Source: an optimization exercise on an open RTL-to-GDS flow (aim: small area, a short achievable clock period and few clock cycles per item). Production flows keep margins and buffers that such runs may drop.
Function not checked in this run: the RTL went through the layout flow alone.

### flow/run.sh
#!/bin/bash
# synth_recipe.tcl (not shown) runs the flow's synth.tcl, then flattens the netlist and writes it again
# the make line also repeats each setting of config.mk as NAME=value (left out here)
make -C /OpenROAD-flow-scripts/flow DESIGN_CONFIG=/design/flow/config.mk WORK_HOME=/design/flow/orfs CLKGATE_MAP_FILE= SYNTH_SCRIPT=/design/flow/synth_recipe.tcl finish
### flow/config.mk
export PLATFORM = sky130hd
export DESIGN_NAME = oct_normal_encoder_unit
export DESIGN_NICKNAME = oct_normal_encoder_unit
export VERILOG_FILES = /design/flow/design.v
export SDC_FILE = /design/flow/constraint.sdc
export NUM_CORES = 4
export LEC_CHECK = 0
export ABC_AREA = 1
export CAP_MARGIN = 20
export CORE_MARGIN = 2
export CORE_UTILIZATION = 55
export PLACE_DENSITY = 0.68
export SETUP_SLACK_MARGIN = 4.4
export SLEW_MARGIN = 20
### flow/constraint.sdc
create_clock -name core_clock -period 7.5 [get_ports {clock}]
set_input_delay 1.5000 -clock core_clock [delete_from_list [all_inputs] [get_ports {clock}]]
set_output_delay 1.5000 -clock core_clock [all_outputs]
set_load 0.01 [all_outputs]
### flow/design.v
package onu_pkg;
   localparam int RANGE_W = 16;
   localparam int ENC_W   = 16;
   localparam int CSR_DATA_W = 32;
   localparam int CSR_ADDR_W = 3;
   localparam logic [0:0] REG_RANGE_MAX = 1'b0;
   localparam logic [RANGE_W-1:0] RANGE_MAX_RESET = 16'd255;
   typedef struct packed {
      logic neg_x;
      logic neg_y;
      logic neg_z;
      logic zero;
   } onu_flags_type;
endpackage
module onu_front #(
   parameter int COMP_BITS = 16
) (
   input  logic                          clock,
   input  logic                          reset,
   input  logic                          adv,
   input  logic                          in_valid,
   input  logic [COMP_BITS-1:0]          comp_x,
   input  logic [COMP_BITS-1:0]          comp_y,
   input  logic [COMP_BITS-1:0]          comp_z,
   output logic                          out_valid,
   output logic [3:0]                    out_flags,    
   output logic [COMP_BITS:0]            out_sum,
   output logic [COMP_BITS:0]            out_rem_x,
   output logic [COMP_BITS:0]            out_rem_y,
   output logic                          out_one_x,
   output logic                          out_one_y
);
   localparam int SW = COMP_BITS + 1;
   logic                 a_valid;
   logic [COMP_BITS-1:0] a_mag_x, a_mag_y, a_mag_z;
   logic [3:0]           a_flags;
   logic                 a_one_x, a_one_y;
   logic                 zx, zy, zz;
   assign zx = (comp_x == '0);
   assign zy = (comp_y == '0);
   assign zz = (comp_z == '0);
   always_ff @(posedge clock) begin
      if (reset) a_valid <= 1'b0;
      else if (adv) a_valid <= in_valid;
   end
   always_ff @(posedge clock) begin
      if (adv) begin
         a_mag_x <= comp_x[COMP_BITS-1] ? (~comp_x + COMP_BITS'(1)) : comp_x;
         a_mag_y <= comp_y[COMP_BITS-1] ? (~comp_y + COMP_BITS'(1)) : comp_y;
         a_mag_z <= comp_z[COMP_BITS-1] ? (~comp_z + COMP_BITS'(1)) : comp_z;
         a_flags <= {comp_x[COMP_BITS-1], comp_y[COMP_BITS-1], comp_z[COMP_BITS-1],
                     zx && zy && zz};
         a_one_x <= zy && zz;
         a_one_y <= zx && zz;
      end
   end
   always_ff @(posedge clock) begin
      if (reset) out_valid <= 1'b0;
      else if (adv) out_valid <= a_valid;
   end
   always_ff @(posedge clock) begin
      if (adv) begin
         out_flags <= a_flags;
         out_sum   <= SW'(a_mag_x) + SW'(a_mag_y) + SW'(a_mag_z);
         out_rem_x <= a_one_x ? '0 : SW'(a_mag_x);
         out_rem_y <= a_one_y ? '0 : SW'(a_mag_y);
         out_one_x <= a_one_x;
         out_one_y <= a_one_y;
      end
   end
endmodule
module onu_div_first #(
   parameter int COMP_BITS = 16
) (
   input  logic                        clock,
   input  logic                        reset,
   input  logic                        adv,
   input  logic                        in_valid,
   input  logic [3:0]                  in_flags,
   input  logic                        in_one_x,
   input  logic                        in_one_y,
   input  logic [COMP_BITS:0]          in_sum,
   input  logic [COMP_BITS:0]          in_rem_x,
   input  logic [COMP_BITS:0]          in_rem_y,
   output logic                        out_valid,
   output logic [3:0]                  out_flags,
   output logic                        out_one_x,
   output logic                        out_one_y,
   output logic [COMP_BITS:0]          out_sum,
   output logic [COMP_BITS+2:0]        out_sum3,
   output logic [COMP_BITS:0]          out_rem_x,
   output logic [COMP_BITS:0]          out_rem_y,
   output logic                        out_quo_x,
   output logic                        out_quo_y
);
   localparam int SW = COMP_BITS + 1;
   function automatic logic [SW:0] step2(input logic [SW-1:0] rem, input logic [SW-1:0] sum);
      logic [SW:0] sh, d;
      sh = {rem, 1'b0};
      d  = sh - {1'b0, sum};
      if (d[SW]) step2 = {1'b0, sh[SW-1:0]};
      else       step2 = {1'b1, d[SW-1:0]};
   endfunction
   logic [SW:0] tx, ty;
   assign tx = step2(in_rem_x, in_sum);
   assign ty = step2(in_rem_y, in_sum);
   always_ff @(posedge clock) begin
      if (reset) out_valid <= 1'b0;
      else if (adv) out_valid <= in_valid;
   end
   always_ff @(posedge clock) begin
      if (adv) begin
         out_flags <= in_flags;
         out_one_x <= in_one_x;
         out_one_y <= in_one_y;
         out_sum   <= in_sum;
         out_sum3  <= (SW+2)'(in_sum) + {in_sum, 1'b0};
         out_rem_x <= tx[SW-1:0];
         out_rem_y <= ty[SW-1:0];
         out_quo_x <= tx[SW];
         out_quo_y <= ty[SW];
      end
   end
endmodule
module onu_div_step #(
   parameter int COMP_BITS = 16,
   parameter int QW_IN     = 1
) (
   input  logic                        clock,
   input  logic                        reset,
   input  logic                        adv,
   input  logic                        in_valid,
   input  logic [3:0]                  in_flags,
   input  logic                        in_one_x,
   input  logic                        in_one_y,
   input  logic [COMP_BITS:0]          in_sum,
   input  logic [COMP_BITS+2:0]        in_sum3,
   input  logic [COMP_BITS:0]          in_rem_x,
   input  logic [COMP_BITS:0]          in_rem_y,
   input  logic [QW_IN-1:0]            in_quo_x,
   input  logic [QW_IN-1:0]            in_quo_y,
   output logic                        out_valid,
   output logic [3:0]                  out_flags,
   output logic                        out_one_x,
   output logic                        out_one_y,
   output logic [COMP_BITS:0]          out_sum,
   output logic [COMP_BITS+2:0]        out_sum3,
   output logic [COMP_BITS:0]          out_rem_x,
   output logic [COMP_BITS:0]          out_rem_y,
   output logic [QW_IN+1:0]            out_quo_x,
   output logic [QW_IN+1:0]            out_quo_y
);
   localparam int SW = COMP_BITS + 1;
   function automatic logic [SW+1:0] step4(input logic [SW-1:0] rem,
                                           input logic [SW-1:0] sum,
                                           input logic [SW+1:0] sum3);
      logic [SW+2:0] a, d1, d2, d3;
      logic          n1, n2, n3;
      logic [SW-1:0] r;
      a  = {1'b0, rem, 2'b00};
      d1 = a - {3'b000, sum};
      d2 = a - {2'b00, sum, 1'b0};
      d3 = a - {1'b0, sum3};
      n1 = d1[SW+2];
      n2 = d2[SW+2];
      n3 = d3[SW+2];
      r  = (d3[SW-1:0] & {SW{!n3}})
         | (d2[SW-1:0] & {SW{n3 && !n2}})
         | (d1[SW-1:0] & {SW{n2 && !n1}})
         | (a[SW-1:0]  & {SW{n1}});
      step4 = {!n2, !n3 || (n2 && !n1), r};
   endfunction
   logic [SW+1:0] tx, ty;
   assign tx = step4(in_rem_x, in_sum, in_sum3);
   assign ty = step4(in_rem_y, in_sum, in_sum3);
   always_ff @(posedge clock) begin
      if (reset) out_valid <= 1'b0;
      else if (adv) out_valid <= in_valid;
   end
   always_ff @(posedge clock) begin
      if (adv) begin
         out_flags <= in_flags;
         out_one_x <= in_one_x;
         out_one_y <= in_one_y;
         out_sum   <= in_sum;
         out_sum3  <= in_sum3;
         out_rem_x <= tx[SW-1:0];
         out_rem_y <= ty[SW-1:0];
         out_quo_x <= {in_quo_x, tx[SW+1:SW]};
         out_quo_y <= {in_quo_y, ty[SW+1:SW]};
      end
   end
endmodule
module onu_fold #(
   parameter int COMP_BITS = 16
) (
   input  logic                        clock,
   input  logic                        reset,
   input  logic                        adv,
   input  logic                        in_valid,
   input  logic [3:0]                  in_flags,
   input  logic                        in_one_x,
   input  logic                        in_one_y,
   input  logic [COMP_BITS-2:0]        in_quo_x,
   input  logic [COMP_BITS-2:0]        in_quo_y,
   output logic                        out_valid,
   output logic                        out_zero,
   output logic [29:0]                 out_dig_x,    
   output logic                        out_e_x,
   output logic [29:0]                 out_dig_y,
   output logic                        out_e_y
);
   localparam int QB = COMP_BITS - 1;
   logic neg_x, neg_y, neg_z, zero;
   assign {neg_x, neg_y, neg_z, zero} = in_flags;
   function automatic logic [17:0] fold(input logic nz, input logic n,
                                        input logic one, input logic [QB-1:0] q);
      logic       inv;
      logic [1:0] hi;
      inv = (nz ^ n) && !one;
      case ({nz, n})
         2'b00:   hi = one ? 2'd2 : 2'd1;
         2'b01:   hi = 2'd0;
         2'b11:   hi = one ? 2'd1 : 2'd0;
         default: hi = 2'd1;
      endcase
      fold = {inv, hi, q ^ {QB{inv}}};
   endfunction
   function automatic logic [29:0] booth8(input logic [16:0] m);
      logic [19:0] mm;
      logic [3:0]  g;
      logic [5:0]  s1, s2, s3, s4, neg;
      mm = {2'b00, m, 1'b0};
      for (int j = 0; j < 6; j++) begin
         g = mm[3*j +: 4];
         case (g)
            4'b0001, 4'b0010, 4'b1101, 4'b1110: {s1[j], s2[j], s3[j], s4[j]} = 4'b1000;
            4'b0011, 4'b0100, 4'b1011, 4'b1100: {s1[j], s2[j], s3[j], s4[j]} = 4'b0100;
            4'b0101, 4'b0110, 4'b1001, 4'b1010: {s1[j], s2[j], s3[j], s4[j]} = 4'b0010;
            4'b0111, 4'b1000:                   {s1[j], s2[j], s3[j], s4[j]} = 4'b0001;
            default:                            {s1[j], s2[j], s3[j], s4[j]} = 4'b0000;
         endcase
         neg[j] = g[3] && !(g[2] && g[1] && g[0]);
      end
      booth8 = {s1, s2, s3, s4, neg};
   endfunction
   logic [17:0] fx, fy;
   assign fx = neg_z ? fold(1'b1, neg_x, in_one_y, in_quo_y) : fold(1'b0, neg_x, in_one_x, in_quo_x);
   assign fy = neg_z ? fold(1'b1, neg_y, in_one_x, in_quo_x) : fold(1'b0, neg_y, in_one_y, in_quo_y);
   always_ff @(posedge clock) begin
      if (reset) out_valid <= 1'b0;
      else if (adv) out_valid <= in_valid;
   end
   always_ff @(posedge clock) begin
      if (adv) begin
         out_zero  <= zero;
         out_dig_x <= booth8(fx[16:0]);
         out_dig_y <= booth8(fy[16:0]);
         out_e_x   <= fx[17];
         out_e_y   <= fy[17];
      end
   end
endmodule
module onu_quant (
   input  logic                              clock,
   input  logic                              reset,
   input  logic                              adv,
   input  logic                              in_valid,
   input  logic                              in_zero,
   input  logic [29:0]                       in_dig_x,
   input  logic                              in_e_x,
   input  logic [29:0]                       in_dig_y,
   input  logic                              in_e_y,
   input  logic [onu_pkg::RANGE_W-1:0]       range_max,
   input  logic [onu_pkg::RANGE_W+1:0]       range_max3,
   output logic                              out_valid,
   output logic [onu_pkg::ENC_W-1:0]         out_enc_x,
   output logic [onu_pkg::ENC_W-1:0]         out_enc_y,
   output logic                              out_zero
);
   logic [31:0] ax0, ax1, ax2, ay0, ay1, ay2;
   logic [31:0] rx0, rx1, rx2, ry0, ry1, ry2;
   logic        zero_ff;
   logic [31:0] sx, sy;
   onu_mul_rows u_mx (
      .s1 (in_dig_x[29:24]), .s2 (in_dig_x[23:18]), .s3 (in_dig_x[17:12]),
      .s4 (in_dig_x[11:6]), .neg (in_dig_x[5:0]), .e (in_e_x),
      .r (range_max), .r3 (range_max3), .row0 (ax0), .row1 (ax1), .row2 (ax2)
   );
   onu_mul_rows u_my (
      .s1 (in_dig_y[29:24]), .s2 (in_dig_y[23:18]), .s3 (in_dig_y[17:12]),
      .s4 (in_dig_y[11:6]), .neg (in_dig_y[5:0]), .e (in_e_y),
      .r (range_max), .r3 (range_max3), .row0 (ay0), .row1 (ay1), .row2 (ay2)
   );
   always_ff @(posedge clock) begin
      if (reset) out_valid <= 1'b0;
      else if (adv) out_valid <= in_valid;
   end
   always_ff @(posedge clock) begin
      if (adv) begin
         rx0     <= ax0;
         rx1     <= ax1;
         rx2     <= ax2;
         ry0     <= ay0;
         ry1     <= ay1;
         ry2     <= ay2;
         zero_ff <= in_zero;
      end
   end
   assign sx = rx0 + rx1 + rx2;
   assign sy = ry0 + ry1 + ry2;
   assign out_enc_x = zero_ff ? '0 : sx[31:16];
   assign out_enc_y = zero_ff ? '0 : sy[31:16];
   assign out_zero  = zero_ff;
endmodule
module onu_mul_rows (
   input  logic [5:0]  s1,
   input  logic [5:0]  s2,
   input  logic [5:0]  s3,
   input  logic [5:0]  s4,
   input  logic [5:0]  neg,
   input  logic        e,
   input  logic [15:0] r,
   input  logic [17:0] r3,
   output logic [31:0] row0,
   output logic [31:0] row1,
   output logic [31:0] row2
);
   logic [5:0]  nneg;
   logic [15:0] er;
   assign nneg = ~neg;
   assign er   = r & {16{e}};
   logic pp0_0;
   logic pp0_1;
   logic pp0_2;
   logic pp0_3;
   logic pp0_4;
   logic pp0_5;
   logic pp0_6;
   logic pp0_7;
   logic pp0_8;
   logic pp0_9;
   logic pp0_10;
   logic pp0_11;
   logic pp0_12;
   logic pp0_13;
   logic pp0_14;
   logic pp0_15;
   logic pp0_16;
   logic pp0_17;
   logic pp1_0;
   logic pp1_1;
   logic pp1_2;
   logic pp1_3;
   logic pp1_4;
   logic pp1_5;
   logic pp1_6;
   logic pp1_7;
   logic pp1_8;
   logic pp1_9;
   logic pp1_10;
   logic pp1_11;
   logic pp1_12;
   logic pp1_13;
   logic pp1_14;
   logic pp1_15;
   logic pp1_16;
   logic pp1_17;
   logic pp2_0;
   logic pp2_1;
   logic pp2_2;
   logic pp2_3;
   logic pp2_4;
   logic pp2_5;
   logic pp2_6;
   logic pp2_7;
   logic pp2_8;
   logic pp2_9;
   logic pp2_10;
   logic pp2_11;
   logic pp2_12;
   logic pp2_13;
   logic pp2_14;
   logic pp2_15;
   logic pp2_16;
   logic pp2_17;
   logic pp3_0;
   logic pp3_1;
   logic pp3_2;
   logic pp3_3;
   logic pp3_4;
   logic pp3_5;
   logic pp3_6;
   logic pp3_7;
   logic pp3_8;
   logic pp3_9;
   logic pp3_10;
   logic pp3_11;
   logic pp3_12;
   logic pp3_13;
   logic pp3_14;
   logic pp3_15;
   logic pp3_16;
   logic pp3_17;
   logic pp4_0;
   logic pp4_1;
   logic pp4_2;
   logic pp4_3;
   logic pp4_4;
   logic pp4_5;
   logic pp4_6;
   logic pp4_7;
   logic pp4_8;
   logic pp4_9;
   logic pp4_10;
   logic pp4_11;
   logic pp4_12;
   logic pp4_13;
   logic pp4_14;
   logic pp4_15;
   logic pp4_16;
   logic pp4_17;
   logic pp5_0;
   logic pp5_1;
   logic pp5_2;
   logic pp5_3;
   logic pp5_4;
   logic pp5_5;
   logic pp5_6;
   logic pp5_7;
   logic pp5_8;
   logic pp5_9;
   logic pp5_10;
   logic pp5_11;
   logic pp5_12;
   logic pp5_13;
   logic pp5_14;
   logic pp5_15;
   logic pp5_16;
   logic fs1;
   logic fc2;
   logic fs3;
   logic fc4;
   logic fs5;
   logic fc6;
   logic fs7;
   logic fc8;
   logic fs9;
   logic fc10;
   logic fs11;
   logic fc12;
   logic fs13;
   logic fc14;
   logic fs15;
   logic fc16;
   logic fs17;
   logic fc18;
   logic fs19;
   logic fc20;
   logic fs21;
   logic fc22;
   logic fs23;
   logic fc24;
   logic fs25;
   logic fc26;
   logic fs27;
   logic fc28;
   logic fs29;
   logic fc30;
   logic fs31;
   logic fc32;
   logic fs33;
   logic fc34;
   logic fs35;
   logic fc36;
   logic fs37;
   logic fc38;
   logic fs39;
   logic fc40;
   logic fs41;
   logic fc42;
   logic fs43;
   logic fc44;
   logic fs45;
   logic fc46;
   logic fs47;
   logic fc48;
   logic fs49;
   logic fc50;
   logic fs51;
   logic fc52;
   logic fs53;
   logic fc54;
   logic fs55;
   logic fc56;
   logic fs57;
   logic fc58;
   logic fs59;
   logic fc60;
   logic fs61;
   logic fc62;
   logic fs63;
   logic fc64;
   logic fs65;
   logic fc66;
   logic fs67;
   logic fc68;
   logic fs69;
   logic fc70;
   logic fs71;
   logic fc72;
   logic fs73;
   logic fc74;
   logic fs75;
   logic fc76;
   logic fs77;
   logic fc78;
   logic fs79;
   logic fc80;
   logic fs81;
   logic fc82;
   logic fs83;
   logic fc84;
   logic fs85;
   logic fc86;
   logic fs87;
   logic fc88;
   logic fs89;
   logic fc90;
   logic fs91;
   logic fc92;
   logic fs93;
   logic fc94;
   logic fs95;
   logic fc96;
   logic fs97;
   logic fc98;
   logic fs99;
   logic fc100;
   logic fs101;
   logic fc102;
   logic fs103;
   logic fc104;
   logic fs105;
   logic fc106;
   logic fs107;
   logic fc108;
   logic fs109;
   logic fc110;
   logic fs111;
   logic fc112;
   logic fs113;
   logic fc114;
   logic fs115;
   logic fc116;
   logic fs117;
   logic fc118;
   logic fs119;
   logic fc120;
   logic fs121;
   logic fc122;
   logic fs123;
   logic fc124;
   logic fs125;
   logic fc126;
   logic fs127;
   logic fc128;
   logic fs129;
   logic fc130;
   logic fs131;
   logic fc132;
   logic fs133;
   logic fc134;
   logic fs135;
   logic fc136;
   logic fs137;
   logic fc138;
   logic fs139;
   logic fc140;
   logic fs141;
   logic fc142;
   logic fs143;
   logic fc144;
   logic fs145;
   logic fc146;
   assign pp0_0 = ((s1[0] & r[0]) | (s3[0] & r3[0])) ^ neg[0];
   assign pp0_1 = ((s1[0] & r[1]) | (s2[0] & r[0]) | (s3[0] & r3[1])) ^ neg[0];
   assign pp0_2 = ((s1[0] & r[2]) | (s2[0] & r[1]) | (s3[0] & r3[2]) | (s4[0] & r[0])) ^ neg[0];
   assign pp0_3 = ((s1[0] & r[3]) | (s2[0] & r[2]) | (s3[0] & r3[3]) | (s4[0] & r[1])) ^ neg[0];
   assign pp0_4 = ((s1[0] & r[4]) | (s2[0] & r[3]) | (s3[0] & r3[4]) | (s4[0] & r[2])) ^ neg[0];
   assign pp0_5 = ((s1[0] & r[5]) | (s2[0] & r[4]) | (s3[0] & r3[5]) | (s4[0] & r[3])) ^ neg[0];
   assign pp0_6 = ((s1[0] & r[6]) | (s2[0] & r[5]) | (s3[0] & r3[6]) | (s4[0] & r[4])) ^ neg[0];
   assign pp0_7 = ((s1[0] & r[7]) | (s2[0] & r[6]) | (s3[0] & r3[7]) | (s4[0] & r[5])) ^ neg[0];
   assign pp0_8 = ((s1[0] & r[8]) | (s2[0] & r[7]) | (s3[0] & r3[8]) | (s4[0] & r[6])) ^ neg[0];
   assign pp0_9 = ((s1[0] & r[9]) | (s2[0] & r[8]) | (s3[0] & r3[9]) | (s4[0] & r[7])) ^ neg[0];
   assign pp0_10 = ((s1[0] & r[10]) | (s2[0] & r[9]) | (s3[0] & r3[10]) | (s4[0] & r[8])) ^ neg[0];
   assign pp0_11 = ((s1[0] & r[11]) | (s2[0] & r[10]) | (s3[0] & r3[11]) | (s4[0] & r[9])) ^ neg[0];
   assign pp0_12 = ((s1[0] & r[12]) | (s2[0] & r[11]) | (s3[0] & r3[12]) | (s4[0] & r[10])) ^ neg[0];
   assign pp0_13 = ((s1[0] & r[13]) | (s2[0] & r[12]) | (s3[0] & r3[13]) | (s4[0] & r[11])) ^ neg[0];
   assign pp0_14 = ((s1[0] & r[14]) | (s2[0] & r[13]) | (s3[0] & r3[14]) | (s4[0] & r[12])) ^ neg[0];
   assign pp0_15 = ((s1[0] & r[15]) | (s2[0] & r[14]) | (s3[0] & r3[15]) | (s4[0] & r[13])) ^ neg[0];
   assign pp0_16 = ((s2[0] & r[15]) | (s3[0] & r3[16]) | (s4[0] & r[14])) ^ neg[0];
   assign pp0_17 = ((s3[0] & r3[17]) | (s4[0] & r[15])) ^ neg[0];
   assign pp1_0 = ((s1[1] & r[0]) | (s3[1] & r3[0])) ^ neg[1];
   assign pp1_1 = ((s1[1] & r[1]) | (s2[1] & r[0]) | (s3[1] & r3[1])) ^ neg[1];
   assign pp1_2 = ((s1[1] & r[2]) | (s2[1] & r[1]) | (s3[1] & r3[2]) | (s4[1] & r[0])) ^ neg[1];
   assign pp1_3 = ((s1[1] & r[3]) | (s2[1] & r[2]) | (s3[1] & r3[3]) | (s4[1] & r[1])) ^ neg[1];
   assign pp1_4 = ((s1[1] & r[4]) | (s2[1] & r[3]) | (s3[1] & r3[4]) | (s4[1] & r[2])) ^ neg[1];
   assign pp1_5 = ((s1[1] & r[5]) | (s2[1] & r[4]) | (s3[1] & r3[5]) | (s4[1] & r[3])) ^ neg[1];
   assign pp1_6 = ((s1[1] & r[6]) | (s2[1] & r[5]) | (s3[1] & r3[6]) | (s4[1] & r[4])) ^ neg[1];
   assign pp1_7 = ((s1[1] & r[7]) | (s2[1] & r[6]) | (s3[1] & r3[7]) | (s4[1] & r[5])) ^ neg[1];
   assign pp1_8 = ((s1[1] & r[8]) | (s2[1] & r[7]) | (s3[1] & r3[8]) | (s4[1] & r[6])) ^ neg[1];
   assign pp1_9 = ((s1[1] & r[9]) | (s2[1] & r[8]) | (s3[1] & r3[9]) | (s4[1] & r[7])) ^ neg[1];
   assign pp1_10 = ((s1[1] & r[10]) | (s2[1] & r[9]) | (s3[1] & r3[10]) | (s4[1] & r[8])) ^ neg[1];
   assign pp1_11 = ((s1[1] & r[11]) | (s2[1] & r[10]) | (s3[1] & r3[11]) | (s4[1] & r[9])) ^ neg[1];
   assign pp1_12 = ((s1[1] & r[12]) | (s2[1] & r[11]) | (s3[1] & r3[12]) | (s4[1] & r[10])) ^ neg[1];
   assign pp1_13 = ((s1[1] & r[13]) | (s2[1] & r[12]) | (s3[1] & r3[13]) | (s4[1] & r[11])) ^ neg[1];
   assign pp1_14 = ((s1[1] & r[14]) | (s2[1] & r[13]) | (s3[1] & r3[14]) | (s4[1] & r[12])) ^ neg[1];
   assign pp1_15 = ((s1[1] & r[15]) | (s2[1] & r[14]) | (s3[1] & r3[15]) | (s4[1] & r[13])) ^ neg[1];
   assign pp1_16 = ((s2[1] & r[15]) | (s3[1] & r3[16]) | (s4[1] & r[14])) ^ neg[1];
   assign pp1_17 = ((s3[1] & r3[17]) | (s4[1] & r[15])) ^ neg[1];
   assign pp2_0 = ((s1[2] & r[0]) | (s3[2] & r3[0])) ^ neg[2];
   assign pp2_1 = ((s1[2] & r[1]) | (s2[2] & r[0]) | (s3[2] & r3[1])) ^ neg[2];
   assign pp2_2 = ((s1[2] & r[2]) | (s2[2] & r[1]) | (s3[2] & r3[2]) | (s4[2] & r[0])) ^ neg[2];
   assign pp2_3 = ((s1[2] & r[3]) | (s2[2] & r[2]) | (s3[2] & r3[3]) | (s4[2] & r[1])) ^ neg[2];
   assign pp2_4 = ((s1[2] & r[4]) | (s2[2] & r[3]) | (s3[2] & r3[4]) | (s4[2] & r[2])) ^ neg[2];
   assign pp2_5 = ((s1[2] & r[5]) | (s2[2] & r[4]) | (s3[2] & r3[5]) | (s4[2] & r[3])) ^ neg[2];
   assign pp2_6 = ((s1[2] & r[6]) | (s2[2] & r[5]) | (s3[2] & r3[6]) | (s4[2] & r[4])) ^ neg[2];
   assign pp2_7 = ((s1[2] & r[7]) | (s2[2] & r[6]) | (s3[2] & r3[7]) | (s4[2] & r[5])) ^ neg[2];
   assign pp2_8 = ((s1[2] & r[8]) | (s2[2] & r[7]) | (s3[2] & r3[8]) | (s4[2] & r[6])) ^ neg[2];
   assign pp2_9 = ((s1[2] & r[9]) | (s2[2] & r[8]) | (s3[2] & r3[9]) | (s4[2] & r[7])) ^ neg[2];
   assign pp2_10 = ((s1[2] & r[10]) | (s2[2] & r[9]) | (s3[2] & r3[10]) | (s4[2] & r[8])) ^ neg[2];
   assign pp2_11 = ((s1[2] & r[11]) | (s2[2] & r[10]) | (s3[2] & r3[11]) | (s4[2] & r[9])) ^ neg[2];
   assign pp2_12 = ((s1[2] & r[12]) | (s2[2] & r[11]) | (s3[2] & r3[12]) | (s4[2] & r[10])) ^ neg[2];
   assign pp2_13 = ((s1[2] & r[13]) | (s2[2] & r[12]) | (s3[2] & r3[13]) | (s4[2] & r[11])) ^ neg[2];
   assign pp2_14 = ((s1[2] & r[14]) | (s2[2] & r[13]) | (s3[2] & r3[14]) | (s4[2] & r[12])) ^ neg[2];
   assign pp2_15 = ((s1[2] & r[15]) | (s2[2] & r[14]) | (s3[2] & r3[15]) | (s4[2] & r[13])) ^ neg[2];
   assign pp2_16 = ((s2[2] & r[15]) | (s3[2] & r3[16]) | (s4[2] & r[14])) ^ neg[2];
   assign pp2_17 = ((s3[2] & r3[17]) | (s4[2] & r[15])) ^ neg[2];
   assign pp3_0 = ((s1[3] & r[0]) | (s3[3] & r3[0])) ^ neg[3];
   assign pp3_1 = ((s1[3] & r[1]) | (s2[3] & r[0]) | (s3[3] & r3[1])) ^ neg[3];
   assign pp3_2 = ((s1[3] & r[2]) | (s2[3] & r[1]) | (s3[3] & r3[2]) | (s4[3] & r[0])) ^ neg[3];
   assign pp3_3 = ((s1[3] & r[3]) | (s2[3] & r[2]) | (s3[3] & r3[3]) | (s4[3] & r[1])) ^ neg[3];
   assign pp3_4 = ((s1[3] & r[4]) | (s2[3] & r[3]) | (s3[3] & r3[4]) | (s4[3] & r[2])) ^ neg[3];
   assign pp3_5 = ((s1[3] & r[5]) | (s2[3] & r[4]) | (s3[3] & r3[5]) | (s4[3] & r[3])) ^ neg[3];
   assign pp3_6 = ((s1[3] & r[6]) | (s2[3] & r[5]) | (s3[3] & r3[6]) | (s4[3] & r[4])) ^ neg[3];
   assign pp3_7 = ((s1[3] & r[7]) | (s2[3] & r[6]) | (s3[3] & r3[7]) | (s4[3] & r[5])) ^ neg[3];
   assign pp3_8 = ((s1[3] & r[8]) | (s2[3] & r[7]) | (s3[3] & r3[8]) | (s4[3] & r[6])) ^ neg[3];
   assign pp3_9 = ((s1[3] & r[9]) | (s2[3] & r[8]) | (s3[3] & r3[9]) | (s4[3] & r[7])) ^ neg[3];
   assign pp3_10 = ((s1[3] & r[10]) | (s2[3] & r[9]) | (s3[3] & r3[10]) | (s4[3] & r[8])) ^ neg[3];
   assign pp3_11 = ((s1[3] & r[11]) | (s2[3] & r[10]) | (s3[3] & r3[11]) | (s4[3] & r[9])) ^ neg[3];
   assign pp3_12 = ((s1[3] & r[12]) | (s2[3] & r[11]) | (s3[3] & r3[12]) | (s4[3] & r[10])) ^ neg[3];
   assign pp3_13 = ((s1[3] & r[13]) | (s2[3] & r[12]) | (s3[3] & r3[13]) | (s4[3] & r[11])) ^ neg[3];
   assign pp3_14 = ((s1[3] & r[14]) | (s2[3] & r[13]) | (s3[3] & r3[14]) | (s4[3] & r[12])) ^ neg[3];
   assign pp3_15 = ((s1[3] & r[15]) | (s2[3] & r[14]) | (s3[3] & r3[15]) | (s4[3] & r[13])) ^ neg[3];
   assign pp3_16 = ((s2[3] & r[15]) | (s3[3] & r3[16]) | (s4[3] & r[14])) ^ neg[3];
   assign pp3_17 = ((s3[3] & r3[17]) | (s4[3] & r[15])) ^ neg[3];
   assign pp4_0 = ((s1[4] & r[0]) | (s3[4] & r3[0])) ^ neg[4];
   assign pp4_1 = ((s1[4] & r[1]) | (s2[4] & r[0]) | (s3[4] & r3[1])) ^ neg[4];
   assign pp4_2 = ((s1[4] & r[2]) | (s2[4] & r[1]) | (s3[4] & r3[2]) | (s4[4] & r[0])) ^ neg[4];
   assign pp4_3 = ((s1[4] & r[3]) | (s2[4] & r[2]) | (s3[4] & r3[3]) | (s4[4] & r[1])) ^ neg[4];
   assign pp4_4 = ((s1[4] & r[4]) | (s2[4] & r[3]) | (s3[4] & r3[4]) | (s4[4] & r[2])) ^ neg[4];
   assign pp4_5 = ((s1[4] & r[5]) | (s2[4] & r[4]) | (s3[4] & r3[5]) | (s4[4] & r[3])) ^ neg[4];
   assign pp4_6 = ((s1[4] & r[6]) | (s2[4] & r[5]) | (s3[4] & r3[6]) | (s4[4] & r[4])) ^ neg[4];
   assign pp4_7 = ((s1[4] & r[7]) | (s2[4] & r[6]) | (s3[4] & r3[7]) | (s4[4] & r[5])) ^ neg[4];
   assign pp4_8 = ((s1[4] & r[8]) | (s2[4] & r[7]) | (s3[4] & r3[8]) | (s4[4] & r[6])) ^ neg[4];
   assign pp4_9 = ((s1[4] & r[9]) | (s2[4] & r[8]) | (s3[4] & r3[9]) | (s4[4] & r[7])) ^ neg[4];
   assign pp4_10 = ((s1[4] & r[10]) | (s2[4] & r[9]) | (s3[4] & r3[10]) | (s4[4] & r[8])) ^ neg[4];
   assign pp4_11 = ((s1[4] & r[11]) | (s2[4] & r[10]) | (s3[4] & r3[11]) | (s4[4] & r[9])) ^ neg[4];
   assign pp4_12 = ((s1[4] & r[12]) | (s2[4] & r[11]) | (s3[4] & r3[12]) | (s4[4] & r[10])) ^ neg[4];
   assign pp4_13 = ((s1[4] & r[13]) | (s2[4] & r[12]) | (s3[4] & r3[13]) | (s4[4] & r[11])) ^ neg[4];
   assign pp4_14 = ((s1[4] & r[14]) | (s2[4] & r[13]) | (s3[4] & r3[14]) | (s4[4] & r[12])) ^ neg[4];
   assign pp4_15 = ((s1[4] & r[15]) | (s2[4] & r[14]) | (s3[4] & r3[15]) | (s4[4] & r[13])) ^ neg[4];
   assign pp4_16 = ((s2[4] & r[15]) | (s3[4] & r3[16]) | (s4[4] & r[14])) ^ neg[4];
   assign pp4_17 = ((s3[4] & r3[17]) | (s4[4] & r[15])) ^ neg[4];
   assign pp5_0 = ((s1[5] & r[0]) | (s3[5] & r3[0])) ^ neg[5];
   assign pp5_1 = ((s1[5] & r[1]) | (s2[5] & r[0]) | (s3[5] & r3[1])) ^ neg[5];
   assign pp5_2 = ((s1[5] & r[2]) | (s2[5] & r[1]) | (s3[5] & r3[2]) | (s4[5] & r[0])) ^ neg[5];
   assign pp5_3 = ((s1[5] & r[3]) | (s2[5] & r[2]) | (s3[5] & r3[3]) | (s4[5] & r[1])) ^ neg[5];
   assign pp5_4 = ((s1[5] & r[4]) | (s2[5] & r[3]) | (s3[5] & r3[4]) | (s4[5] & r[2])) ^ neg[5];
   assign pp5_5 = ((s1[5] & r[5]) | (s2[5] & r[4]) | (s3[5] & r3[5]) | (s4[5] & r[3])) ^ neg[5];
   assign pp5_6 = ((s1[5] & r[6]) | (s2[5] & r[5]) | (s3[5] & r3[6]) | (s4[5] & r[4])) ^ neg[5];
   assign pp5_7 = ((s1[5] & r[7]) | (s2[5] & r[6]) | (s3[5] & r3[7]) | (s4[5] & r[5])) ^ neg[5];
   assign pp5_8 = ((s1[5] & r[8]) | (s2[5] & r[7]) | (s3[5] & r3[8]) | (s4[5] & r[6])) ^ neg[5];
   assign pp5_9 = ((s1[5] & r[9]) | (s2[5] & r[8]) | (s3[5] & r3[9]) | (s4[5] & r[7])) ^ neg[5];
   assign pp5_10 = ((s1[5] & r[10]) | (s2[5] & r[9]) | (s3[5] & r3[10]) | (s4[5] & r[8])) ^ neg[5];
   assign pp5_11 = ((s1[5] & r[11]) | (s2[5] & r[10]) | (s3[5] & r3[11]) | (s4[5] & r[9])) ^ neg[5];
   assign pp5_12 = ((s1[5] & r[12]) | (s2[5] & r[11]) | (s3[5] & r3[12]) | (s4[5] & r[10])) ^ neg[5];
   assign pp5_13 = ((s1[5] & r[13]) | (s2[5] & r[12]) | (s3[5] & r3[13]) | (s4[5] & r[11])) ^ neg[5];
   assign pp5_14 = ((s1[5] & r[14]) | (s2[5] & r[13]) | (s3[5] & r3[14]) | (s4[5] & r[12])) ^ neg[5];
   assign pp5_15 = ((s1[5] & r[15]) | (s2[5] & r[14]) | (s3[5] & r3[15]) | (s4[5] & r[13])) ^ neg[5];
   assign pp5_16 = ((s2[5] & r[15]) | (s3[5] & r3[16]) | (s4[5] & r[14])) ^ neg[5];
   assign fs1 = pp0_12 ^ pp1_9;
   assign fc2 = pp0_12 & pp1_9;
   assign fs3 = pp0_13 ^ pp1_10;
   assign fc4 = pp0_13 & pp1_10;
   assign fs5 = pp0_14 ^ pp1_11;
   assign fc6 = pp0_14 & pp1_11;
   assign fs7 = pp0_15 ^ pp1_12 ^ pp2_9;
   assign fc8 = (pp0_15 & pp1_12) | (pp0_15 & pp2_9) | (pp1_12 & pp2_9);
   assign fs9 = pp3_6 ^ pp4_3 ^ pp5_0;
   assign fc10 = (pp3_6 & pp4_3) | (pp3_6 & pp5_0) | (pp4_3 & pp5_0);
   assign fs11 = pp0_16 ^ pp1_13 ^ pp2_10;
   assign fc12 = (pp0_16 & pp1_13) | (pp0_16 & pp2_10) | (pp1_13 & pp2_10);
   assign fs13 = pp0_17 ^ pp1_14;
   assign fc14 = pp0_17 & pp1_14;
   assign fs15 = nneg[0] ^ pp1_15 ^ pp2_12;
   assign fc16 = (nneg[0] & pp1_15) | (nneg[0] & pp2_12) | (pp1_15 & pp2_12);
   assign fs17 = pp1_16 ^ pp2_13;
   assign fc18 = pp1_16 & pp2_13;
   assign fs19 = pp1_17 ^ pp2_14;
   assign fc20 = pp1_17 & pp2_14;
   assign fs21 = pp0_6 ^ pp1_3;
   assign fc22 = pp0_6 & pp1_3;
   assign fs23 = pp0_7 ^ pp1_4;
   assign fc24 = pp0_7 & pp1_4;
   assign fs25 = pp0_8 ^ pp1_5;
   assign fc26 = pp0_8 & pp1_5;
   assign fs27 = pp0_9 ^ pp1_6 ^ pp2_3;
   assign fc28 = (pp0_9 & pp1_6) | (pp0_9 & pp2_3) | (pp1_6 & pp2_3);
   assign fs29 = pp3_0 ^ neg[3];
   assign fc30 = pp3_0 & neg[3];
   assign fs31 = pp0_10 ^ pp1_7 ^ pp2_4;
   assign fc32 = (pp0_10 & pp1_7) | (pp0_10 & pp2_4) | (pp1_7 & pp2_4);
   assign fs33 = pp3_1 ^ er[10];
   assign fc34 = pp3_1 & er[10];
   assign fs35 = pp0_11 ^ pp1_8 ^ pp2_5;
   assign fc36 = (pp0_11 & pp1_8) | (pp0_11 & pp2_5) | (pp1_8 & pp2_5);
   assign fs37 = pp3_2 ^ er[11];
   assign fc38 = pp3_2 & er[11];
   assign fs39 = pp2_6 ^ pp3_3 ^ pp4_0;
   assign fc40 = (pp2_6 & pp3_3) | (pp2_6 & pp4_0) | (pp3_3 & pp4_0);
   assign fs41 = neg[4] ^ er[12] ^ fs1;
   assign fc42 = (neg[4] & er[12]) | (neg[4] & fs1) | (er[12] & fs1);
   assign fs43 = fc2 ^ pp2_7 ^ pp3_4;
   assign fc44 = (fc2 & pp2_7) | (fc2 & pp3_4) | (pp2_7 & pp3_4);
   assign fs45 = pp4_1 ^ er[13] ^ fs3;
   assign fc46 = (pp4_1 & er[13]) | (pp4_1 & fs3) | (er[13] & fs3);
   assign fs47 = fc4 ^ pp2_8 ^ pp3_5;
   assign fc48 = (fc4 & pp2_8) | (fc4 & pp3_5) | (pp2_8 & pp3_5);
   assign fs49 = pp4_2 ^ er[14] ^ fs5;
   assign fc50 = (pp4_2 & er[14]) | (pp4_2 & fs5) | (er[14] & fs5);
   assign fs51 = fc6 ^ neg[5] ^ er[15];
   assign fc52 = (fc6 & neg[5]) | (fc6 & er[15]) | (neg[5] & er[15]);
   assign fs53 = 1'b1 ^ fs7 ^ fs9;
   assign fc54 = (1'b1 & fs7) | (1'b1 & fs9) | (fs7 & fs9);
   assign fs55 = fc8 ^ fc10 ^ pp3_7;
   assign fc56 = (fc8 & fc10) | (fc8 & pp3_7) | (fc10 & pp3_7);
   assign fs57 = pp4_4 ^ pp5_1 ^ fs11;
   assign fc58 = (pp4_4 & pp5_1) | (pp4_4 & fs11) | (pp5_1 & fs11);
   assign fs59 = fc12 ^ pp2_11 ^ pp3_8;
   assign fc60 = (fc12 & pp2_11) | (fc12 & pp3_8) | (pp2_11 & pp3_8);
   assign fs61 = pp4_5 ^ pp5_2 ^ fs13;
   assign fc62 = (pp4_5 & pp5_2) | (pp4_5 & fs13) | (pp5_2 & fs13);
   assign fs63 = fc14 ^ pp3_9 ^ pp4_6;
   assign fc64 = (fc14 & pp3_9) | (fc14 & pp4_6) | (pp3_9 & pp4_6);
   assign fs65 = pp5_3 ^ 1'b1 ^ fs15;
   assign fc66 = (pp5_3 & 1'b1) | (pp5_3 & fs15) | (1'b1 & fs15);
   assign fs67 = fc16 ^ pp3_10 ^ pp4_7;
   assign fc68 = (fc16 & pp3_10) | (fc16 & pp4_7) | (pp3_10 & pp4_7);
   assign fs69 = pp5_4 ^ 1'b1 ^ fs17;
   assign fc70 = (pp5_4 & 1'b1) | (pp5_4 & fs17) | (1'b1 & fs17);
   assign fs71 = fc18 ^ pp3_11 ^ pp4_8;
   assign fc72 = (fc18 & pp3_11) | (fc18 & pp4_8) | (pp3_11 & pp4_8);
   assign fs73 = pp5_5 ^ 1'b1 ^ fs19;
   assign fc74 = (pp5_5 & 1'b1) | (pp5_5 & fs19) | (1'b1 & fs19);
   assign fs75 = fc20 ^ nneg[1] ^ pp2_15;
   assign fc76 = (fc20 & nneg[1]) | (fc20 & pp2_15) | (nneg[1] & pp2_15);
   assign fs77 = pp3_12 ^ pp4_9 ^ pp5_6;
   assign fc78 = (pp3_12 & pp4_9) | (pp3_12 & pp5_6) | (pp4_9 & pp5_6);
   assign fs79 = pp2_16 ^ pp3_13 ^ pp4_10;
   assign fc80 = (pp2_16 & pp3_13) | (pp2_16 & pp4_10) | (pp3_13 & pp4_10);
   assign fs81 = pp5_7 ^ 1'b1;
   assign fc82 = pp5_7 & 1'b1;
   assign fs83 = pp2_17 ^ pp3_14 ^ pp4_11;
   assign fc84 = (pp2_17 & pp3_14) | (pp2_17 & pp4_11) | (pp3_14 & pp4_11);
   assign fs85 = pp5_8 ^ 1'b1;
   assign fc86 = pp5_8 & 1'b1;
   assign fs87 = nneg[2] ^ pp3_15 ^ pp4_12;
   assign fc88 = (nneg[2] & pp3_15) | (nneg[2] & pp4_12) | (pp3_15 & pp4_12);
   assign fs89 = pp3_16 ^ pp4_13;
   assign fc90 = pp3_16 & pp4_13;
   assign fs91 = pp3_17 ^ pp4_14;
   assign fc92 = pp3_17 & pp4_14;
   assign fs93 = pp0_3 ^ pp1_0;
   assign fc94 = pp0_3 & pp1_0;
   assign fs95 = pp0_4 ^ pp1_1;
   assign fc96 = pp0_4 & pp1_1;
   assign fs97 = pp0_5 ^ pp1_2;
   assign fc98 = pp0_5 & pp1_2;
   assign fs99 = pp2_0 ^ neg[2] ^ er[6];
   assign fc100 = (pp2_0 & neg[2]) | (pp2_0 & er[6]) | (neg[2] & er[6]);
   assign fs101 = fc22 ^ pp2_1 ^ er[7];
   assign fc102 = (fc22 & pp2_1) | (fc22 & er[7]) | (pp2_1 & er[7]);
   assign fs103 = fc24 ^ pp2_2 ^ er[8];
   assign fc104 = (fc24 & pp2_2) | (fc24 & er[8]) | (pp2_2 & er[8]);
   assign fs105 = fc26 ^ er[9] ^ fs27;
   assign fc106 = (fc26 & er[9]) | (fc26 & fs27) | (er[9] & fs27);
   assign fs107 = fc28 ^ fc30 ^ fs31;
   assign fc108 = (fc28 & fc30) | (fc28 & fs31) | (fc30 & fs31);
   assign fs109 = fc32 ^ fc34 ^ fs35;
   assign fc110 = (fc32 & fc34) | (fc32 & fs35) | (fc34 & fs35);
   assign fs111 = fc36 ^ fc38 ^ fs39;
   assign fc112 = (fc36 & fc38) | (fc36 & fs39) | (fc38 & fs39);
   assign fs113 = fc40 ^ fc42 ^ fs43;
   assign fc114 = (fc40 & fc42) | (fc40 & fs43) | (fc42 & fs43);
   assign fs115 = fc44 ^ fc46 ^ fs47;
   assign fc116 = (fc44 & fc46) | (fc44 & fs47) | (fc46 & fs47);
   assign fs117 = fc48 ^ fc50 ^ fs51;
   assign fc118 = (fc48 & fc50) | (fc48 & fs51) | (fc50 & fs51);
   assign fs119 = fc52 ^ fc54 ^ fs55;
   assign fc120 = (fc52 & fc54) | (fc52 & fs55) | (fc54 & fs55);
   assign fs121 = fc56 ^ fc58 ^ fs59;
   assign fc122 = (fc56 & fc58) | (fc56 & fs59) | (fc58 & fs59);
   assign fs123 = fc60 ^ fc62 ^ fs63;
   assign fc124 = (fc60 & fc62) | (fc60 & fs63) | (fc62 & fs63);
   assign fs125 = fc64 ^ fc66 ^ fs67;
   assign fc126 = (fc64 & fc66) | (fc64 & fs67) | (fc66 & fs67);
   assign fs127 = fc68 ^ fc70 ^ fs71;
   assign fc128 = (fc68 & fc70) | (fc68 & fs71) | (fc70 & fs71);
   assign fs129 = fc72 ^ fc74 ^ fs75;
   assign fc130 = (fc72 & fc74) | (fc72 & fs75) | (fc74 & fs75);
   assign fs131 = fc76 ^ fc78 ^ fs79;
   assign fc132 = (fc76 & fc78) | (fc76 & fs79) | (fc78 & fs79);
   assign fs133 = fc80 ^ fc82 ^ fs83;
   assign fc134 = (fc80 & fc82) | (fc80 & fs83) | (fc82 & fs83);
   assign fs135 = fc84 ^ fc86 ^ pp5_9;
   assign fc136 = (fc84 & fc86) | (fc84 & pp5_9) | (fc86 & pp5_9);
   assign fs137 = fc88 ^ pp5_10 ^ 1'b1;
   assign fc138 = (fc88 & pp5_10) | (fc88 & 1'b1) | (pp5_10 & 1'b1);
   assign fs139 = fc90 ^ pp5_11 ^ 1'b1;
   assign fc140 = (fc90 & pp5_11) | (fc90 & 1'b1) | (pp5_11 & 1'b1);
   assign fs141 = fc92 ^ nneg[3] ^ pp4_15;
   assign fc142 = (fc92 & nneg[3]) | (fc92 & pp4_15) | (nneg[3] & pp4_15);
   assign fs143 = pp4_16 ^ pp5_13;
   assign fc144 = pp4_16 & pp5_13;
   assign fs145 = pp4_17 ^ pp5_14;
   assign fc146 = pp4_17 & pp5_14;
   assign row0 = {pp5_16, fc146, fc144, fc142, fc140, fc138, fc136, fc134, fc132, fc130, fc128, fc126, fc124, fc122, fc120, fc118, fc116, fc114, fc112, fc110, fc108, fc106, fc104, fc102, fc100, fc98, fc96, fc94, neg[1], pp0_2, pp0_1, pp0_0};
   assign row1 = {1'b1, nneg[4], 1'b1, 1'b1, pp5_12, fs91, fs89, fs87, fs85, fs81, fs77, fs73, fs69, fs65, fs61, fs57, fs53, fs49, fs45, fs41, fs37, fs33, fs29, fs25, fs23, fs21, er[5], er[4], er[3], er[2], er[1], neg[0]};
   assign row2 = {1'b0, pp5_15, fs145, fs143, fs141, fs139, fs137, fs135, fs133, fs131, fs129, fs127, fs125, fs123, fs121, fs119, fs117, fs115, fs113, fs111, fs109, fs107, fs105, fs103, fs101, fs99, fs97, fs95, fs93, 1'b0, 1'b0, er[0]};
endmodule
module oct_normal_encoder_unit #(
   parameter int COMP_BITS = 16
) (
   input  logic                                clock,
   input  logic                                reset,
   input  logic                                req_valid,
   output logic                                req_ready,
   input  logic signed [COMP_BITS-1:0]         req_comp_x,
   input  logic signed [COMP_BITS-1:0]         req_comp_y,
   input  logic signed [COMP_BITS-1:0]         req_comp_z,
   output logic                                rsp_valid,
   input  logic                                rsp_ready,
   output logic [onu_pkg::ENC_W-1:0]           rsp_enc_x,
   output logic [onu_pkg::ENC_W-1:0]           rsp_enc_y,
   output logic                                rsp_zero_vector,
   input  logic                                csr_psel,
   input  logic                                csr_penable,
   input  logic                                csr_pwrite,
   input  logic [onu_pkg::CSR_ADDR_W-1:0]      csr_paddr,
   input  logic [onu_pkg::CSR_DATA_W-1:0]      csr_pwdata,
   output logic [onu_pkg::CSR_DATA_W-1:0]      csr_prdata,
   output logic                                csr_pready
);
   localparam int SW  = COMP_BITS + 1;       
   localparam int NR4 = (COMP_BITS - 2) / 2;  
   logic [onu_pkg::RANGE_W-1:0] range_max_ff;
   logic [onu_pkg::RANGE_W-1:0] rdata_ff;
   assign csr_pready = 1'b1;
   always_ff @(posedge clock) begin
      if (reset) begin
         range_max_ff <= onu_pkg::RANGE_MAX_RESET;
      end else if (csr_psel && csr_penable && csr_pwrite &&
                   (csr_paddr[onu_pkg::CSR_ADDR_W-1] == onu_pkg::REG_RANGE_MAX)) begin
         range_max_ff <= csr_pwdata[onu_pkg::RANGE_W-1:0];
      end
   end
   always_ff @(posedge clock) begin
      if (csr_psel) begin
         rdata_ff <= (csr_paddr[onu_pkg::CSR_ADDR_W-1] == onu_pkg::REG_RANGE_MAX)
                     ? range_max_ff : '0;
      end
   end
   assign csr_prdata = {{(onu_pkg::CSR_DATA_W-onu_pkg::RANGE_W){1'b0}}, rdata_ff};
   logic [onu_pkg::RANGE_W+1:0] range_max3_ff;
   always_ff @(posedge clock) begin
      range_max3_ff <= (onu_pkg::RANGE_W+2)'(range_max_ff) + {range_max_ff, 1'b0};
   end
   logic adv;           
   logic skid_valid;
   assign req_ready = adv;
   logic          b_valid;
   logic [3:0]    b_flags;
   logic          b_one_x, b_one_y;
   logic [SW-1:0] b_sum, b_rem_x, b_rem_y;
   onu_front #(
      .COMP_BITS (COMP_BITS)
   ) u_front (
      .clock     (clock),
      .reset     (reset),
      .adv       (adv),
      .in_valid  (req_valid),
      .comp_x    (req_comp_x),
      .comp_y    (req_comp_y),
      .comp_z    (req_comp_z),
      .out_valid (b_valid),
      .out_flags (b_flags),
      .out_sum   (b_sum),
      .out_rem_x (b_rem_x),
      .out_rem_y (b_rem_y),
      .out_one_x (b_one_x),
      .out_one_y (b_one_y)
   );
   logic          d_valid [0:NR4];
   logic [3:0]    d_flags [0:NR4];
   logic          d_one_x [0:NR4];
   logic          d_one_y [0:NR4];
   logic [SW-1:0] d_sum   [0:NR4];
   logic [SW+1:0] d_sum3  [0:NR4];
   logic [SW-1:0] d_rem_x [0:NR4];
   logic [SW-1:0] d_rem_y [0:NR4];
   logic [COMP_BITS-2:0] d_quo_x [0:NR4];
   logic [COMP_BITS-2:0] d_quo_y [0:NR4];
   logic          q1_x, q1_y;
   onu_div_first #(
      .COMP_BITS (COMP_BITS)
   ) u_first (
      .clock     (clock),
      .reset     (reset),
      .adv       (adv),
      .in_valid  (b_valid),
      .in_flags  (b_flags),
      .in_one_x  (b_one_x),
      .in_one_y  (b_one_y),
      .in_sum    (b_sum),
      .in_rem_x  (b_rem_x),
      .in_rem_y  (b_rem_y),
      .out_valid (d_valid[0]),
      .out_flags (d_flags[0]),
      .out_one_x (d_one_x[0]),
      .out_one_y (d_one_y[0]),
      .out_sum   (d_sum[0]),
      .out_sum3  (d_sum3[0]),
      .out_rem_x (d_rem_x[0]),
      .out_rem_y (d_rem_y[0]),
      .out_quo_x (q1_x),
      .out_quo_y (q1_y)
   );
   assign d_quo_x[0] = (COMP_BITS-1)'(q1_x);
   assign d_quo_y[0] = (COMP_BITS-1)'(q1_y);
   for (genvar i = 0; i < NR4; i++) begin : g_div
      localparam int QI = 2 * i + 1;    
      onu_div_step #(
         .COMP_BITS (COMP_BITS),
         .QW_IN     (QI)
      ) u_step (
         .clock     (clock),
         .reset     (reset),
         .adv       (adv),
         .in_valid  (d_valid[i]),
         .in_flags  (d_flags[i]),
         .in_one_x  (d_one_x[i]),
         .in_one_y  (d_one_y[i]),
         .in_sum    (d_sum[i]),
         .in_sum3   (d_sum3[i]),
         .in_rem_x  (d_rem_x[i]),
         .in_rem_y  (d_rem_y[i]),
         .in_quo_x  (d_quo_x[i][QI-1:0]),
         .in_quo_y  (d_quo_y[i][QI-1:0]),
         .out_valid (d_valid[i+1]),
         .out_flags (d_flags[i+1]),
         .out_one_x (d_one_x[i+1]),
         .out_one_y (d_one_y[i+1]),
         .out_sum   (d_sum[i+1]),
         .out_sum3  (d_sum3[i+1]),
         .out_rem_x (d_rem_x[i+1]),
         .out_rem_y (d_rem_y[i+1]),
         .out_quo_x (d_quo_x[i+1][QI+1:0]),
         .out_quo_y (d_quo_y[i+1][QI+1:0])
      );
      if (QI + 2 < COMP_BITS - 1) begin : g_pad
         assign d_quo_x[i+1][COMP_BITS-2:QI+2] = '0;
         assign d_quo_y[i+1][COMP_BITS-2:QI+2] = '0;
      end
   end
   logic        f_valid, f_zero, f_e_x, f_e_y;
   logic [29:0] f_dig_x, f_dig_y;
   onu_fold #(
      .COMP_BITS (COMP_BITS)
   ) u_fold (
      .clock     (clock),
      .reset     (reset),
      .adv       (adv),
      .in_valid  (d_valid[NR4]),
      .in_flags  (d_flags[NR4]),
      .in_one_x  (d_one_x[NR4]),
      .in_one_y  (d_one_y[NR4]),
      .in_quo_x  (d_quo_x[NR4]),
      .in_quo_y  (d_quo_y[NR4]),
      .out_valid (f_valid),
      .out_zero  (f_zero),
      .out_dig_x (f_dig_x),
      .out_e_x   (f_e_x),
      .out_dig_y (f_dig_y),
      .out_e_y   (f_e_y)
   );
   logic                      q_valid;
   logic [onu_pkg::ENC_W-1:0] q_enc_x, q_enc_y;
   logic                      q_zero;
   onu_quant u_quant (
      .clock      (clock),
      .reset      (reset),
      .adv        (adv),
      .in_valid   (f_valid),
      .in_zero    (f_zero),
      .in_dig_x   (f_dig_x),
      .in_e_x     (f_e_x),
      .in_dig_y   (f_dig_y),
      .in_e_y     (f_e_y),
      .range_max  (range_max_ff),
      .range_max3 (range_max3_ff),
      .out_valid (q_valid),
      .out_enc_x (q_enc_x),
      .out_enc_y (q_enc_y),
      .out_zero  (q_zero)
   );
   logic [onu_pkg::ENC_W-1:0] k_enc_x, k_enc_y;
   logic                      k_zero;
   logic                      o_load;
   logic                      push;
   assign push   = adv && q_valid;
   assign o_load = !rsp_valid || rsp_ready;
   always_ff @(posedge clock) begin
      if (reset) begin
         rsp_valid  <= 1'b0;
         skid_valid <= 1'b0;
         adv        <= 1'b1;
      end else begin
         if (o_load) rsp_valid <= skid_valid || push;
         skid_valid <= (skid_valid || push) && rsp_valid && !rsp_ready;
         adv        <= !((skid_valid || push) && rsp_valid && !rsp_ready);
      end
   end
   always_ff @(posedge clock) begin
      if (o_load) begin
         rsp_enc_x       <= skid_valid ? k_enc_x : q_enc_x;
         rsp_enc_y       <= skid_valid ? k_enc_y : q_enc_y;
         rsp_zero_vector <= skid_valid ? k_zero  : q_zero;
      end
      if (adv) begin
         k_enc_x <= q_enc_x;
         k_enc_y <= q_enc_y;
         k_zero  <= q_zero;
      end
   end
   logic unused_tail;
   assign unused_tail = ^{d_sum[NR4], d_sum3[NR4], d_rem_x[NR4], d_rem_y[NR4]};
endmodule
==> impl_metrics.toml <==
[status]
status = "complete, no violations"

[critical_path]
critPathLaunch = "g_div[1].u_step.out_sum3[2]"
crit_path_end_kind = "flip-flop"
path_cells = "inv_1 -> ha_1 -> nand3_1 -> nand2_1 -> nand4_4 -> nand3_4 -> buf_4 -> buf_4 -> nand3_1 -> nand2_1 -> nand3b_1"
crit_slowest_cell = "edfxtp_1"
worst_ep_required_time_ps = 7830
crit_family = "simple AND/OR/NAND/NOR gates"
reg2reg_from = "g_div[1].u_step.out_sum3[2]"
cp.depth = 11
regToRegSetupSlack_ps = 4180
reg2regPathDepth = 11
worst_setup_path_start_kind = "flip-flop"
arrival_ps = 3660
crit_fanout = 5
critPathKind = "reg -> reg"
timing.rr.end = "g_div[2].u_step.out_rem_y[14]"
crit_path_max_incr_delay_ps = 640
crit_path_end = "g_div[2].u_step.out_rem_y[14]"
path_buf_inv = 3

[yosys]
syn-instance-count = 12000
synth_top_area_frac = 0.339
yosys_warnings = 24
synth.area.top_cells = "edfxtp_1 34%, nand2_1 12%, ha_1 12%"
synthFlopType = "edfxtp_1"
synth_edf_count = 1092
synth_seq_area_share = 0.349
synth-async-reset-ratio = 0
syn_area_um2 = 96700
synth_cell_type_count = 68
syn_avg_cell_area_um2 = 8.03
ys_ff_latch = 1141
synth_largest_area_cell = "edfxtp_1"

[drt]
drt_iter0_markers = 8533
firstDrtPassIters = 8
wire_per_inst_um = 22.2
viasPerCell = 5.92
wl_met2_um = 147000
top_layer_used = "met5"
drt_wl_total_um = 327000
dr_total_vias = 86900
wl_met1_um = 129000
ant_nets = 0
route.detailed.drc = 0
met3WireLength_um = 25300

[global_routing]
track_usage = 0.357
grt-ovfl-total = 0
antenna_found_initial = 12
grt_pass1_vias = 82200
grt_max_degree = 179
grt_pass1_wl_um = 488000

[clocking]
clockBufferDepth = 3
htree_levels = 4
cts.sinks = 1141
clk_pin_slew_ps = 60
worstSkewPairLatency_ps = 820
cts_tree = "built"
cts_buffers = 130
cts_hold_buf = 0
root_buffer = "clkbuf_16"

[cells_and_area]
fin_util = 0.612
layout-drive-gt1-share = 0.0740
fill_cells = 15500
final_area_um2 = 107000
register_area_um2 = 33800
area_growth_syn_to_layout_pct = 10.2
multi_input_area_um2 = 56400
final_cell_mix = "3,072 x nand2_1, 1,417 x inv_1, 1,092 x edfxtp_1, 878 x ha_1, 846 x nor2_1"
final_nets = 13400
final_common_cell = "nand2_1"

[timing]
slew_viol_final = 0
fin_skew_ps = 29.2
slew_headroom = 0.278
finalSetupViolCount = 0
rsz0062_at_grt = "true"
finalHoldViolations = 0
worst_slew_pin_slew_ps = 1080
fmax_mhz = 301
period_share = 0.443
min_period_ps = 3320

[placement]
hpwl_um = 257000
numPortBuffers = 122
gp_congestion = 1.03
place_area_um2 = 99900

[floorplan]
coreArea_um2 = 174000
floorplan.initialDensity = 0.555
io_pins = 158
num_rows = 153
fp.dieW_um = 423
die_h_um = 423
die-area_um2 = 179000

[job]
drv_cap = 0

[hold_path]
hp-class = "reg -> reg"
==> cell type report <==
type | count | area share
tap | 2325 | 0.0273
inverter | 1529 | 0.0555
clock inverter | 78 | 0.00842
sequential | 1141 | 0.317
timing repair buffer | 320 | 0.0302
antenna | 11 | 0.000258
multi-input combinational | 9135 | 0.529
clock buffer | 158 | 0.0323
==> cell families (layout without fill, tap and decap cells) <==
group | after synthesis | after routing | synth area share
other cells | 2 | 30 | 0.0000777
fa+ha+maj | 1076 | 1076 | 0.152
compound gates | 1924 | 1924 | 0.120
flops | 1141 | 1141 | 0.349
xor+xnor | 532 | 532 | 0.0488
buf+inv | 1788 | 2085 | 0.0745
simple gates | 5582 | 5584 | 0.255
==> synthesized netlist by cell type (all sizes together), types with 13 or more instances <==
library cell	count
or2	147
nand3b	203
a21boi	25
dfxtp	49
nand3	854
a21oi	813
edfxtp	1092
buf	125
o21ai	427
o31ai	21
o22ai	198
a221oi	148
nand4	196
o211ai	27
nand2	3110
nor4	18
ha	905
o221ai	24
fa	169
a21o	105
xor2	415
clkinv	22
o21a	38
inv	1507
and2	13
a31oi	20
clkbuf	134
nor2	910
o21bai	66
xnor2	117
nor3	123
==> per-stage QoR <==
stage	setup slack [ps]	cells	TNS [ps]	hold slack (ps)
2_1_floorplan	-1200	12100	-439560	394
3_3_place_gp	3600	14300	0	401
3_5_place_dp	3610	14300	0	405
4_1_cts	4320	14600	0	401
5_1_grt	4180	14700	0	410
6_report	4180	14700	0	406
==> metal layers <==
| metal | GRT usage | up-vias |
|---|---|---|
| li1 | - | 41500 |
| met1 | 0.448 | 40400 |
| met2 | 0.580 | 3919 |
| met3 | 0.0521 | 1064 |
| met4 | 0.220 | 6 |
| met5 | 0 | - |
==> worst reg2reg max path, stage by stage (launching register included) <==
cell	delay, ps
edfxtp_1	640
inv_1	150
ha_1	370
nand3_1	100
nand2_1	170
nand4_4	190
nand3_4	150
buf_4	180
buf_4	120
nand3_1	80
nand2_1	60
nand3b_1	630
==> sequential cells by signal (all words and copies together), names as in the netlist, 18 cells and up <==
name / count
u_quant.ry1: 29
u_quant.ry0: 32
g_div.u_step.out_flags: 28
u_first.out_sum3: 19
u_quant.rx0: 32
u_quant.ry2: 29
g_div.u_step.out_sum3: 112
g_div.u_step.out_quo_y: 63
g_div.u_step.out_rem_y: 102
g_div.u_step.out_sum: 98
range_max3_ff: 18
g_div.u_step.out_rem_x: 102
g_div.u_step.out_quo_x: 63
u_fold.out_dig_y: 29
u_quant.rx1: 29
u_fold.out_dig_x: 29
u_quant.rx2: 29
==> how the worst min path moves through the flow <==
stage / from / endpoint / slack, ps / depth (start not counted)
2_1_floorplan: range_max_ff[0] / range_max3_ff[0] / 390 / 0
3_3_place_gp: g_div[4].u_step.out_quo_y[5] / g_div[5].u_step.out_quo_y[7] / 400 / 0
3_5_place_dp: g_div[2].u_step.out_quo_x[2] / g_div[3].u_step.out_quo_x[4] / 400 / 0
4_1_cts: g_div[3].u_step.out_quo_x[3] / g_div[4].u_step.out_quo_x[5] / 400 / 0
5_1_grt: g_div[0].u_step.out_flags[1] / g_div[1].u_step.out_flags[1] / 410 / 0
6_report: g_div[0].u_step.out_flags[1] / g_div[1].u_step.out_flags[1] / 410 / 0
==> what timing repair did <==
| action | CTS | global route |
|---|---|---|
| buffers inserted | 22 | 117 |
| gates cloned | 3 | 3 |
| pin swaps | 7 | 26 |
| setup endpoints to repair | 764 | 609 |
| gates resized for setup | 124 | 149 |

==> what the ideal ports hide <==
The flow's constraints put no driver on any port. The routed layout listed below was extracted and timed again, unchanged, in two steps.
Step 1 sets driving cells, clkbuf_16 on the clock port and buf_2 on the other inputs (assumed; they add their load-dependent delay and slew).
Step 2 moves the port delays by t, midway between the first and last clock arrival at a register: inputs arrive t later, outputs are due t later. That takes back most of the time a late clock gives input paths.
Slacks: ideal / step 1 / step 2; pairs: ideal / step 1.
shift t [ns]: 0.903
setup WS [ns]: 4.176 / 4.176 / 3.794
latest minus earliest clock arrival (ns): 0.031 / 0.032
After both steps setup and hold are still met in this run. The setup slack of this run moves by 0.000 ns with the drivers and by -0.382 ns with both steps.
